From an optimization exercise on the open Yosys and OpenROAD flow, aimed at small area, a short achievable clock period and few clock cycles; shortcuts taken in it are not production practice.
The RTL was checked by simulation tests, not by an equivalence proof against the original design.
Power and IR drop assume default switching activity.

== the previous run ==
// matvec_accel_top
module matvec_accel_top (
  input  logic            clk_main_a0,
  input  logic            rst_main_n_sync,
  input  logic            awvalid,
  input  axil_pkg::addr_t awaddr,
  output logic            awready,
  input  logic            wvalid,
  input  axil_pkg::word_t wdata,
  input  logic [3:0]      wstrb,
  output logic            wready,
  output logic            bvalid,
  output axil_pkg::resp_t bresp,
  input  logic            bready,
  input  logic            arvalid,
  input  axil_pkg::addr_t araddr,
  output logic            arready,
  output logic            rvalid,
  output axil_pkg::word_t rdata,
  output axil_pkg::resp_t rresp,
  input  logic            rready,
  output logic            busy
);
  localparam int EW = matvec_pkg::ELEM_W;
  localparam int L  = matvec_pkg::LANES;
  localparam int D  = matvec_pkg::DEPTH;
  localparam int K1 = matvec_pkg::DIM - 2 * L;
  localparam int KL = matvec_pkg::DIM - K1;
  logic  wr_done, wr_hit_now, wr_nz_now;
  logic  data_wr;
  axil_pkg::word_t data_wdata;
  logic  data_rd;
  axil_pkg::word_t rd_word;
  logic  last_word, last_vec_word, cnt_wr;
  logic  [3:0] vec_we;
  localparam int RW = matvec_pkg::DIM * EW;
  logic [L*RW-1:0] head, tail;
  logic  start, tap;
  logic  armed, rd_hold;
  logic  spec_go, spec_a, spec_b, abort;
  logic  [3:0] ring_ph, base_m1;
  logic  sw_lo, sw_hi;
  logic  taps_on;
  ...
For scale: roughly 7400 cells after synthesis, ~3000 flip-flops, ~100000 um^2 of cells after synthesis.
export LEC_CHECK = 0
export ABC_CLOCK_PERIOD_IN_PS = 3800
export CAP_MARGIN = 20
export CORE_MARGIN = 2
export CORE_UTILIZATION = 50
export CTS_CLUSTER_DIAMETER = 100
export CTS_CLUSTER_SIZE = 28
export SLEW_MARGIN = 20
create_clock -name core_clock -period 13.0 [get_ports {clk_main_a0}]
standard.sh (not shown) runs the stock make flow with config.mk's settings and CLKGATE_MAP_FILE= SYNTH_SCRIPT=/design/flow/synth_recipe.tcl, a recipe that flattens the netlist after the stock synthesis.
==> flow/flow/run.sh <==
#!/bin/bash
set -euo pipefail
bash standard.sh synth > synth.log 2>&1
bash standard.sh SETUP_SLACK_MARGIN=9.2 "BUFFER_PORTS_ARGS=-buffer_cell sky130_fd_sc_hd__buf_2" finish > layout.log 2>&1
Testbench counts of the previous run, summed over its fixed seeds: cycles 34,751.
What the current run does differently from the previous run at the input level:
Settings: swapping 28 for 25 in CTS_CLUSTER_SIZE.
==> flow/flow/run.sh <==
#!/bin/bash
set -euo pipefail
bash standard.sh synth > synth.log 2>&1
bash standard.sh SETUP_SLACK_MARGIN=9.05 "BUFFER_PORTS_ARGS=-buffer_cell sky130_fd_sc_hd__buf_2" finish > layout.log 2>&1
Notes after the runs:
Delta (the current run minus the previous run): power per cell area has increased; post-detailed-routing wire length has remained practically unchanged; fmax has increased; count of buffers added by post-CTS timing repair for setup has increased; final clock skew has increased. Re area growth from synthesis to layout: the previous run was higher than the current run. The current run: count of buffers not belonging to the clock network in the layout about 3.4% below the previous run.

* * *

== oak ==
Another version of the RTL of matvec_accel_top (not shown whole).
Size in the first run: about 7300 cells after synthesis, roughly 150 I/O pins, roughly 100000 um^2 of cells after synthesis.
export LEC_CHECK = 0
export ABC_CLOCK_PERIOD_IN_PS = 3800
export CAP_MARGIN = 20
export CORE_MARGIN = 2
export CORE_UTILIZATION = 60
export CTS_CLUSTER_DIAMETER = 100
export CTS_CLUSTER_SIZE = 25
export SLEW_MARGIN = 20
create_clock -name core_clock -period 13.0 [get_ports {clk_main_a0}]
==> flow/flow/run.sh <==
#!/bin/bash
set -euo pipefail
bash standard.sh synth > synth.log 2>&1
bash standard.sh SETUP_SLACK_MARGIN=9.2 finish > layout.log 2>&1
Testbench counts of oak, summed over its fixed seeds: cycles 34,911.
Edits applied to the flow inputs when going from oak to pine:
- CORE_UTILIZATION: 60 -> 40
[summary]
- pine ended up with a higher die area than oak did.
- Relative to oak, wire length has increased by 3.5% in pine.
- oak has a higher proportion of layout cells with a drive suffix above 1 than pine.
- Row number of iterations in the first detailed-routing pass: pine lower / oak higher
- pine vs oak: number of buffers outside the clock class in the layout down
- Between pine and oak, the pin count of the biggest net entering global routing is lower for oak.
- Relative to oak, the switching part of the total of pine is higher by 0.66 points.

## separate check: timing with driven ports
Ports are ideal in the flow. The routed layouts listed here were re-timed in OpenROAD. Step 1 (the two cells are an assumption about what drives the block):
set clk [get_ports {clk_main_a0}]
set_driving_cell -lib_cell sky130_fd_sc_hd__clkbuf_16 $clk
set_driving_cell -lib_cell sky130_fd_sc_hd__buf_2 [delete_from_list [all_inputs] $clk]
Step 2 also shifts input and output timing later by t, the mid clock arrival at the registers, as if the neighbouring blocks saw the same clock. Three values: no drivers, after step 1, after step 2; two values: the first two.
| run | t, ns | setup WS [ns] | worst setup path at the end | latest minus earliest clock arrival (ns) | worst register clock-pin slew, ns |
|---|---|---|---|---|---|
| the previous run | 0.912 | 9.010 / 8.923 / 8.350 | input to register | 0.063 / 0.064 | 0.11 / 0.11 |
| the current run | 0.923 | 9.034 / 8.949 / 8.437 | input to register | 0.077 / 0.077 | 0.11 / 0.11 |
| oak | 0.912 | 9.094 / 8.998 / 8.370 | input to register | 0.034 / 0.034 | 0.11 / 0.11 |
| pine | 0.928 | 9.045 / 8.954 / 8.323 | input to register | 0.073 / 0.073 | 0.11 / 0.11 |
After both steps setup and hold are still met in every run listed. For oak, which loses most, drivers alone change the setup slack by -0.096 ns; drivers and shift together by -0.724 ns.
